This is an optimization exercise on Yosys and OpenROAD, whose aim is small area, a short achievable clock period and few clock cycles, not a production implementation.
Where RTL was checked, it was by simulation tests only, not by an equivalence proof against the original.
Power and IR drop assume default switching activity.

== main ==
Design grammar_token_scanner, start of the top module:
module grammar_token_scanner #(
    parameter int unsigned SOURCE_DEPTH = 65536
) (
    input  logic        aclk,
    input  logic        aresetn,
    input  logic        cfg_we,
    input  logic [15:0] cfg_wdata,
    input  logic        s_valid,
    output logic        s_ready,
    input  logic [7:0]  s_ch,
    input  logic        s_end_of_source,
    output logic        m_valid,
    input  logic        m_ready,
    output logic [3:0]  m_kind,
    output logic [15:0] m_line,
    output logic [15:0] m_start_res,
    output logic [15:0] m_length,
    output logic [1:0]  m_error_code,
    output logic        m_last_result
);
Size in the first run: roughly 640 cells after synthesis, roughly 110 flip-flops, about 5900 um2 of cells after synthesis.
clock: 5.5 ns
lec_check: 0
abc_clock_period_in_ps: 1000
cap_margin: 20
core_margin: 2
core_utilization: 40
cts_buf_list: sky130_fd_sc_hd__clkbuf_4 sky130_fd_sc_hd__clkbuf_8
setup_slack_margin: 3.0
slew_margin: 20
standard.sh (not shown) runs the stock make flow with config.mk's settings and CLKGATE_MAP_FILE= SYNTH_SCRIPT=/design/flow/synth_recipe.tcl, a recipe that flattens the netlist after the stock synthesis.
==> flow/flow/run.sh <==
#!/bin/bash
# The standard layout, with the port buffers made from sky130_fd_sc_hd__buf_1
# instead of the delay cell buffer_ports picks by default. ORFS writes each
# step's log under orfs/logs; make's own output goes to standard.log.
bash standard.sh BUFFER_PORTS_ARGS="-buffer_cell sky130_fd_sc_hd__buf_1" finish > standard.log 2>&1
main reached the final stage; the timing, design-rule and antenna checks on its layout passed.
Testbench counts of main, summed over its fixed seeds: cycles 24,819.
## Diff of input files: the feature branch against main
--- a/flow/design.v
+++ b/flow/design.v
@@ -131,25 +131,25 @@
             if (is_dash)       n_mid = gts_pkg::MODE_DASH;
             else if (is_quote) n_mid = gts_pkg::MODE_STR;
             else if (is_alpha) n_mid = gts_pkg::MODE_IDENT;
             else               n_mid = gts_pkg::MODE_IDLE;
         end else if (n_v0) begin
             n_mid = gts_pkg::MODE_IDLE;
         end else begin
             n_mid = d_mode;
         end
         n_v2   = n_eos & n_mid[1];
         n_id2  = (n_mid == gts_pkg::MODE_IDENT);
         n_mode = n_eos ? gts_pkg::MODE_IDLE : n_mid;
-        n_prep = n_eos & (is_lf | (n_mid == gts_pkg::MODE_IDENT));
+        n_prep = n_eos & (is_lf | (n_ident & is_alnum));
         n_bub  = ~n_v0 & ~n_v1 & n_prep;
         n_valid = ~n_bub & (n_v0 | n_v1 | n_eos);
         n_kind  = gts_pkg::KIND_EOF;
         n_err   = gts_pkg::ERR_NONE;
         n_text  = 1'b0;
         n_last  = 1'b1;
         if (n_v0) begin
             n_kind = n_kind0;
             n_text = ~n_dash;
             n_last = ~(n_v1 | n_eos);
         end else if (n_v1) begin
             n_kind = (punct_code == 3'd7) ? gts_pkg::KIND_ERR : {1'b0, punct_code};
@@ -162,24 +162,29 @@
             n_last = 1'b0;
         end
         n_qv    = (n_v0 & n_v1) | (n_v2 & (n_v0 | n_bub));
         n_qcode = n_v1 ? punct_code : 3'd0;
     end
     logic out_take, advance, consume, main_free, take, load;
     logic to_post, prep, new_src;
     logic [16:0] pos_inc, line_inc, len_inc;
     assign pos_inc  = {1'b0, pos_reg} + 17'd1;
     assign line_inc = {1'b0, line_reg} + 17'd1;
     assign len_inc  = {1'b0, len_reg} + 17'd1;
     assign new_src  = load & (src_start | (consume & d_eos));
+    logic        pos_sat;
+    logic [15:0] pos_nx;
+    assign pos_sat = (pos_reg >= POS_MAX);
+    assign pos_nx  = (POS_MAX == 16'hFFFF) ? (pos_inc[15:0] | {16{pos_sat}})
+                                           : (pos_sat ? pos_reg : pos_inc[15:0]);
     assign m_valid       = o_valid;
     assign m_kind        = o_kind;
     assign m_error_code  = o_err;
     assign m_last_result = o_last;
     assign m_line        = line_reg;
     assign m_start_res   = o_text_c[0] ? ts_reg : 16'd0;
     assign m_length      = o_text_c[1] ? len_reg : 16'd0;
     assign s_ready       = main_free;
     assign out_take  = o_valid & m_ready;
     assign advance   = (out_take & ~o_last) | o_bubble;
     assign consume   = b_valid & ((out_take & o_last) | (~o_valid & ~o_bubble));
     assign main_free = ~m_busy | (m_ready & o_vl);
@@ -213,63 +218,69 @@
                     o_text <= 1'b0;
                     o_text_c <= 2'b00;
                 end
                 o_last <= ~f_pend;
             end else begin
                 o_kind <= gts_pkg::KIND_EOF;
                 o_err  <= gts_pkg::ERR_NONE;
                 o_text <= 1'b0;
                     o_text_c <= 2'b00;
                 o_last <= 1'b1;
             end
         end
-        if (prep) begin
-            if (d_fid) begin
-                ts_reg  <= pos_reg;
-                len_reg <= 16'd1;
-            end else if (d_id2 && !len_inc[16]) begin
+        if (new_src) begin
+            pos_reg <= 16'd0;
+        end else if (consume && !d_eos) begin
+            pos_reg <= pos_nx;
+        end
+        if (new_src) begin
+            ts_reg  <= 16'd0;
+            len_reg <= 16'd1;
+        end else if (prep) begin
+            if (d_id2 && !len_inc[16]) begin
                 len_reg <= len_inc[15:0];
             end
         end else if (consume && !d_eos) begin
             if (d_fid) begin
-                ts_reg  <= pos_reg;
-                len_reg <= {15'd0, (pos_reg < POS_MAX)};
+                len_reg <= {15'd0, ~pos_sat};
             end else if (d_fstr) begin
-                ts_reg  <= (pos_reg < POS_MAX) ? pos_inc[15:0] : pos_reg;
+                ts_reg  <= pos_nx;
                 len_reg <= 16'd0;
-            end else if (pos_reg < POS_MAX) begin
+            end else if (!d_mode[1]) begin
+                ts_reg  <= pos_nx;
+                len_reg <= 16'd1;
+            end else if (!pos_sat) begin
                 len_reg <= len_inc[15:0];
             end
         end
     end
     always_ff @(posedge aclk) begin
         if (new_src) begin
             line_reg <= first_line_reg;
         end else if ((consume || prep) && d_lf && !line_inc[16]) begin
             line_reg <= line_inc[15:0];
         end
     end
     always_ff @(posedge aclk) begin
         if (!aresetn) begin
             b_valid        <= 1'b0;
             o_valid        <= 1'b0;
             m_busy         <= 1'b0;
             o_vl           <= 1'b0;
             o_bubble       <= 1'b0;
             q_valid        <= 1'b0;
             f_pend         <= 1'b0;
             d_prep         <= 1'b0;
             d_mode         <= gts_pkg::MODE_IDLE;
             src_start      <= 1'b1;
-            pos_reg        <= 16'd0;
             first_line_reg <= 16'd1;
         end else begin
             if (load) begin
                 m_busy   <= n_valid | n_bub;
                 o_vl     <= n_valid & n_last;
                 b_valid  <= 1'b1;
                 d_mode   <= n_mode;
                 d_prep   <= n_prep;
                 o_valid  <= n_valid;
                 o_bubble <= n_bub;
                 q_valid  <= n_qv;
                 f_pend   <= n_eos & (n_v0 | n_v1 | n_v2 | n_bub);
@@ -284,30 +295,23 @@
                     o_vl     <= ~q_valid | ~f_pend;
                     o_bubble <= 1'b0;
                     if (q_valid) begin
                         q_valid <= 1'b0;
                     end else begin
                         f_pend <= 1'b0;
                     end
                 end
                 if (prep) begin
                     d_prep <= 1'b0;
                 end
             end
-            if (consume) begin
-                if (d_eos) begin
-                    pos_reg <= 16'd0;
-                end else if (pos_reg < POS_MAX) begin
-                    pos_reg <= pos_inc[15:0];
-                end
-            end
             if (load) begin
                 src_start <= 1'b0;
             end else if (consume && d_eos) begin
                 src_start <= 1'b1;
             end
             if (cfg_we) begin
                 first_line_reg <= cfg_wdata;
             end
         end
     end
 endmodule
### Flow results
The feature branch — ratio of routed vias to standard cells about 2.4% higher, main as reference
The feature branch vs. main: combinational power share moved up; post-route standard cell area excluding fillers went up by about 3.4%; core occupancy in the finished layout climbed 1.9 points; initial standard-cell utilization of the core has remained practically unchanged.
main consumes less power than the feature branch.
Summary — total wirelength of the detailed-routed design, the feature branch relative to main: higher, by about 13%.
In terms of worst clock skew, main and the feature branch differ only marginally.
The feature branch ends up with lower worst hold slack than main does.
Testbench counts of the feature branch, summed over its fixed seeds: cycles 24,756.

* * *

Setup of before:
grammar_token_scanner, a different RTL version from the one above (not shown whole).
Size: about 800 cells after synthesis.
export LEC_CHECK = 0
export ABC_AREA = 1
export CAP_MARGIN = 20
export CORE_MARGIN = 2
export CORE_UTILIZATION = 40
export CTS_BUF_LIST = sky130_fd_sc_hd__clkbuf_4 sky130_fd_sc_hd__clkbuf_8
export SETUP_SLACK_MARGIN = 3.0
export SLEW_MARGIN = 20
create_clock -name core_clock -period 5.5 [get_ports {aclk}]
Scripts as last shown in full above: flow/flow/run.sh
--- input diff before..after ---
-- flow/design.v --
<<< before, line 74
    logic [1:0]  o_err;
    logic        o_text;
    logic        m_busy;
    logic        o_vl;
>>> after, line 74
    logic [1:0]  o_err;
    logic        o_text;
    logic        o_last;
    logic        m_busy;
    logic        o_vl;
<<< before, line 81
    logic        f_pend;
    logic [15:0] line_reg;
    logic [15:0] pos_reg;
    logic [15:0] ts_reg;
    logic [15:0] len_reg;
    logic [15:0] first_line_reg;
    logic        src_start;
>>> after, line 82
    logic        f_pend;
    logic [15:0] line_reg;
    logic [15:0] ts_reg;
    logic [15:0] len_reg;
    logic        in_text;
    logic [15:0] first_line_reg;
    logic        src_start;
<<< before, line 167
    logic to_post, prep, new_src;
    logic [16:0] pos_inc, line_inc, len_inc;
    assign pos_inc  = {1'b0, pos_reg} + 17'd1;
    assign line_inc = {1'b0, line_reg} + 17'd1;
    assign len_inc  = {1'b0, len_reg} + 17'd1;
>>> after, line 168
    logic to_post, prep, new_src;
    logic [16:0] pos_inc, line_inc, len_inc;
    logic [17:0] pos_sum;
    assign pos_sum  = {1'b0, ts_reg, in_text} + {1'b0, len_reg, in_text};
    assign pos_inc  = pos_sum[17:1];
    assign line_inc = {1'b0, line_reg} + 17'd1;
    assign len_inc  = {1'b0, len_reg} + 17'd1;
<<< before, line 173
    logic        pos_sat;
    logic [15:0] pos_nx;
    assign pos_sat = (pos_reg >= POS_MAX);
    assign pos_nx  = (POS_MAX == 16'hFFFF) ? (pos_inc[15:0] | {16{pos_sat}})
                                           : (pos_sat ? pos_reg : pos_inc[15:0]);
    assign m_valid       = o_valid;
    assign m_kind        = o_kind;
    assign m_error_code  = o_err;
    assign m_last_result = ~(q_valid | f_pend);
    assign m_line        = line_reg;
    assign m_start_res   = o_text_c[0] ? ts_reg : 16'd0;
>>> after, line 176
    logic        pos_sat;
    logic [15:0] pos_nx;
    assign pos_sat = (POS_MAX == 16'hFFFF) ? pos_inc[16] : (pos_inc > {1'b0, POS_MAX});
    assign pos_nx  = (POS_MAX == 16'hFFFF) ? (pos_inc[15:0] | {16{pos_sat}})
                                           : (pos_sat ? POS_MAX : pos_inc[15:0]);
    assign m_valid       = o_valid;
    assign m_kind        = o_kind;
    assign m_error_code  = o_err;
    assign m_last_result = o_last;
    assign m_line        = line_reg;
    assign m_start_res   = o_text_c[0] ? ts_reg : 16'd0;
<<< before, line 185
    assign s_ready       = main_free;
    assign out_take  = o_valid & m_ready;
    assign advance   = (out_take & ~o_vl) | o_bubble;
    assign consume   = b_valid & ((m_ready & o_vl) | (~o_valid & ~o_bubble));
    assign main_free = ~m_busy | (m_ready & o_vl);
    assign take      = s_valid & main_free;
>>> after, line 188
    assign s_ready       = main_free;
    assign out_take  = o_valid & m_ready;
    assign advance   = (out_take & ~o_last) | o_bubble;
    assign consume   = b_valid & ((out_take & o_last) | (~o_valid & ~o_bubble));
    assign main_free = ~m_busy | (m_ready & o_vl);
    assign take      = s_valid & main_free;
<<< before, line 203
            o_text <= n_text;
            o_text_c <= {2{n_text}};
            q_code <= n_qcode;
        end else if (advance) begin
>>> after, line 206
            o_text <= n_text;
            o_text_c <= {2{n_text}};
            o_last <= n_last;
            q_code <= n_qcode;
        end else if (advance) begin
<<< before, line 217
                    o_text_c <= 2'b00;
                end
            end else begin
                o_kind <= gts_pkg::KIND_EOF;
>>> after, line 221
                    o_text_c <= 2'b00;
                end
                o_last <= ~f_pend;
            end else begin
                o_kind <= gts_pkg::KIND_EOF;
<<< before, line 222
                o_text <= 1'b0;
                    o_text_c <= 2'b00;
            end
        end
        if (new_src) begin
            pos_reg <= 16'd0;
        end else if (consume && !d_eos) begin
            pos_reg <= pos_nx;
        end
        if (new_src) begin
>>> after, line 227
                o_text <= 1'b0;
                    o_text_c <= 2'b00;
                o_last <= 1'b1;
            end
        end
        if (new_src) begin
            in_text <= 1'b0;
        end else if (consume && !d_eos) begin
            in_text <= d_mode[1];
        end
        if (new_src) begin
Findings:
Summary: with before as the reference, synthesized instance count in after moved up by a few percent. In the tables for before and after, number of filler cells placed in the layout reads higher with after. Re layout sequential cell count: before was higher than after. [compare] base=before new=after: non-clock buffer count -about 6%; die height higher; worst hold slack shows no meaningful change; final core area utilization decreased by 0.18 points relative to the old numbers. Between after and before, the fraction of the cycle the final worst path needs figures differ only marginally. When the final numbers for before and after were put side by side, the growth of design area from synthesis to finish turned out to be greater in before. Summary of the comparison: sequential power is lower in after, relative to before. Measured against each other, before and after differ in clock period minus worst slack, the lower figure coming from after.
No functional check of the RTL was part of any run of this note.

* * *

grammar_token_scanner with an RTL version that a note above also has.
For scale: roughly 770 cells after synthesis.
==> flow/config.mk <==
export PLATFORM = sky130hd
export DESIGN_NAME = grammar_token_scanner
export DESIGN_NICKNAME = grammar_token_scanner
export VERILOG_FILES = /design/flow/design.v
export SDC_FILE = /design/flow/constraint.sdc
export NUM_CORES = 4
export LEC_CHECK = 0
export ABC_AREA = 1
export CAP_MARGIN = 20
export CORE_MARGIN = 2
export CORE_UTILIZATION = 40
export CTS_BUF_LIST = sky130_fd_sc_hd__clkbuf_4 sky130_fd_sc_hd__clkbuf_8
export SETUP_SLACK_MARGIN = 3.0
export SLEW_MARGIN = 20
==> flow/constraint.sdc <==
create_clock -name core_clock -period 5.5 [get_ports {aclk}]
set_input_delay 1.1000 -clock core_clock [delete_from_list [all_inputs] [get_ports {aclk}]]
set_output_delay 1.1000 -clock core_clock [all_outputs]
set_load 0.01 [all_outputs]
Scripts as last shown in full above: flow/flow/run.sh
The baseline produced a clean layout.
Testbench counts at the start, summed over its fixed seeds: cycles 24,819.
Edit:
--- a/flow/design.v
+++ b/flow/design.v
@@ -137,13 +137,13 @@
         end else begin
             n_mid = d_mode;
         end
         n_v2   = n_eos & n_mid[1];
         n_id2  = (n_mid == gts_pkg::MODE_IDENT);
         n_mode = n_eos ? gts_pkg::MODE_IDLE : n_mid;
-        n_prep = n_eos & (is_lf | (n_mid == gts_pkg::MODE_IDENT));
+        n_prep = n_eos & (is_lf | (n_ident & is_alnum));
         n_bub  = ~n_v0 & ~n_v1 & n_prep;
         n_valid = ~n_bub & (n_v0 | n_v1 | n_eos);
         n_kind  = gts_pkg::KIND_EOF;
         n_err   = gts_pkg::ERR_NONE;
         n_text  = 1'b0;
         n_last  = 1'b1;
@@ -168,12 +168,17 @@
     logic to_post, prep, new_src;
     logic [16:0] pos_inc, line_inc, len_inc;
     assign pos_inc  = {1'b0, pos_reg} + 17'd1;
     assign line_inc = {1'b0, line_reg} + 17'd1;
     assign len_inc  = {1'b0, len_reg} + 17'd1;
     assign new_src  = load & (src_start | (consume & d_eos));
+    logic        pos_sat;
+    logic [15:0] pos_nx;
+    assign pos_sat = (pos_reg >= POS_MAX);
+    assign pos_nx  = (POS_MAX == 16'hFFFF) ? (pos_inc[15:0] | {16{pos_sat}})
+                                           : (pos_sat ? pos_reg : pos_inc[15:0]);
     assign m_valid       = o_valid;
     assign m_kind        = o_kind;
     assign m_error_code  = o_err;
     assign m_last_result = o_last;
     assign m_line        = line_reg;
     assign m_start_res   = o_text_c[0] ? ts_reg : 16'd0;
@@ -219,27 +224,34 @@
                 o_err  <= gts_pkg::ERR_NONE;
                 o_text <= 1'b0;
                     o_text_c <= 2'b00;
                 o_last <= 1'b1;
             end
         end
-        if (prep) begin
-            if (d_fid) begin
-                ts_reg  <= pos_reg;
-                len_reg <= 16'd1;
-            end else if (d_id2 && !len_inc[16]) begin
+        if (new_src) begin
+            pos_reg <= 16'd0;
+        end else if (consume && !d_eos) begin
+            pos_reg <= pos_nx;
+        end
+        if (new_src) begin
+            ts_reg  <= 16'd0;
+            len_reg <= 16'd1;
+        end else if (prep) begin
+            if (d_id2 && !len_inc[16]) begin
                 len_reg <= len_inc[15:0];
             end
         end else if (consume && !d_eos) begin
             if (d_fid) begin
-                ts_reg  <= pos_reg;
-                len_reg <= {15'd0, (pos_reg < POS_MAX)};
+                len_reg <= {15'd0, ~pos_sat};
             end else if (d_fstr) begin
-                ts_reg  <= (pos_reg < POS_MAX) ? pos_inc[15:0] : pos_reg;
+                ts_reg  <= pos_nx;
                 len_reg <= 16'd0;
-            end else if (pos_reg < POS_MAX) begin
+            end else if (!d_mode[1]) begin
+                ts_reg  <= pos_nx;
+                len_reg <= 16'd1;
+            end else if (!pos_sat) begin
                 len_reg <= len_inc[15:0];
             end
         end
     end
     always_ff @(posedge aclk) begin
         if (new_src) begin
@@ -257,13 +269,12 @@
             o_bubble       <= 1'b0;
             q_valid        <= 1'b0;
             f_pend         <= 1'b0;
             d_prep         <= 1'b0;
             d_mode         <= gts_pkg::MODE_IDLE;
             src_start      <= 1'b1;
-            pos_reg        <= 16'd0;
             first_line_reg <= 16'd1;
         end else begin
             if (load) begin
                 m_busy   <= n_valid | n_bub;
                 o_vl     <= n_valid & n_last;
                 b_valid  <= 1'b1;
@@ -290,19 +301,12 @@
                     end
                 end
                 if (prep) begin
                     d_prep <= 1'b0;
                 end
             end
-            if (consume) begin
-                if (d_eos) begin
-                    pos_reg <= 16'd0;
-                end else if (pos_reg < POS_MAX) begin
-                    pos_reg <= pos_inc[15:0];
-                end
-            end
             if (load) begin
                 src_start <= 1'b0;
             end else if (consume && d_eos) begin
                 src_start <= 1'b1;
             end
             if (cfg_we) begin
The new run passed the timing, design-rule and antenna checks; count of clock-buffer cells in the layout rose by 2; combinational power rose by about 10%; setup slack is about the same; total power rose by 4.9%; maximum frequency stays flat; design area fell by 4.3%; register-to-register slack is worse by 0.03 ns; routed wire length rose by 1.9%; non-clock buffer count fell by 5; global-route usage rose by 0.35 points; area after synthesis fell by 4.0%; core utilization is about the same; via count rose by 2.6%; die area fell by 3.9%.
Testbench counts after the change, summed over its fixed seeds: cycles 24,756.

[static timing again, ports no longer ideal]
Ports are ideal in the flow. The routed layouts listed here were re-timed in OpenROAD. Step 1 sets driving cells, clkbuf_16 on the clock port and buf_2 on the other inputs (assumed; they add their load-dependent delay and slew). Step 2 adds t to the input delays and takes it off the output delays; t is the mean of the earliest and latest rising clock arrival at the registers after step 1. Input paths then give back, and output paths get back, about the clock's delay inside the block. a / b / c = ideal / step 1 / step 2; a / b = the first two.
run	t (ns)	slack for setup (ns)	worst register clock-pin slew, ns	worst slew at a driven data input, ns
main	0.404	2.579 / 2.595 / 2.191	0.10 / 0.10	0.06
the feature branch	0.420	2.883 / 2.868 / 2.447	0.11 / 0.11	0.06
before	0.417	2.974 / 2.936 / 2.657	0.12 / 0.12	0.05
after	0.417	2.979 / 2.947 / 2.720	0.09 / 0.09	0.04
the first run of note 3	0.418	2.971 / 2.928 / 2.664	0.10 / 0.10	0.06
the second run of note 3	0.415	2.969 / 2.928 / 2.733	0.11 / 0.11	0.05
After both steps every run listed still meets setup and hold. The setup slack of the feature branch, which loses most, moves by -0.015 ns with the drivers and by -0.436 ns with both steps.
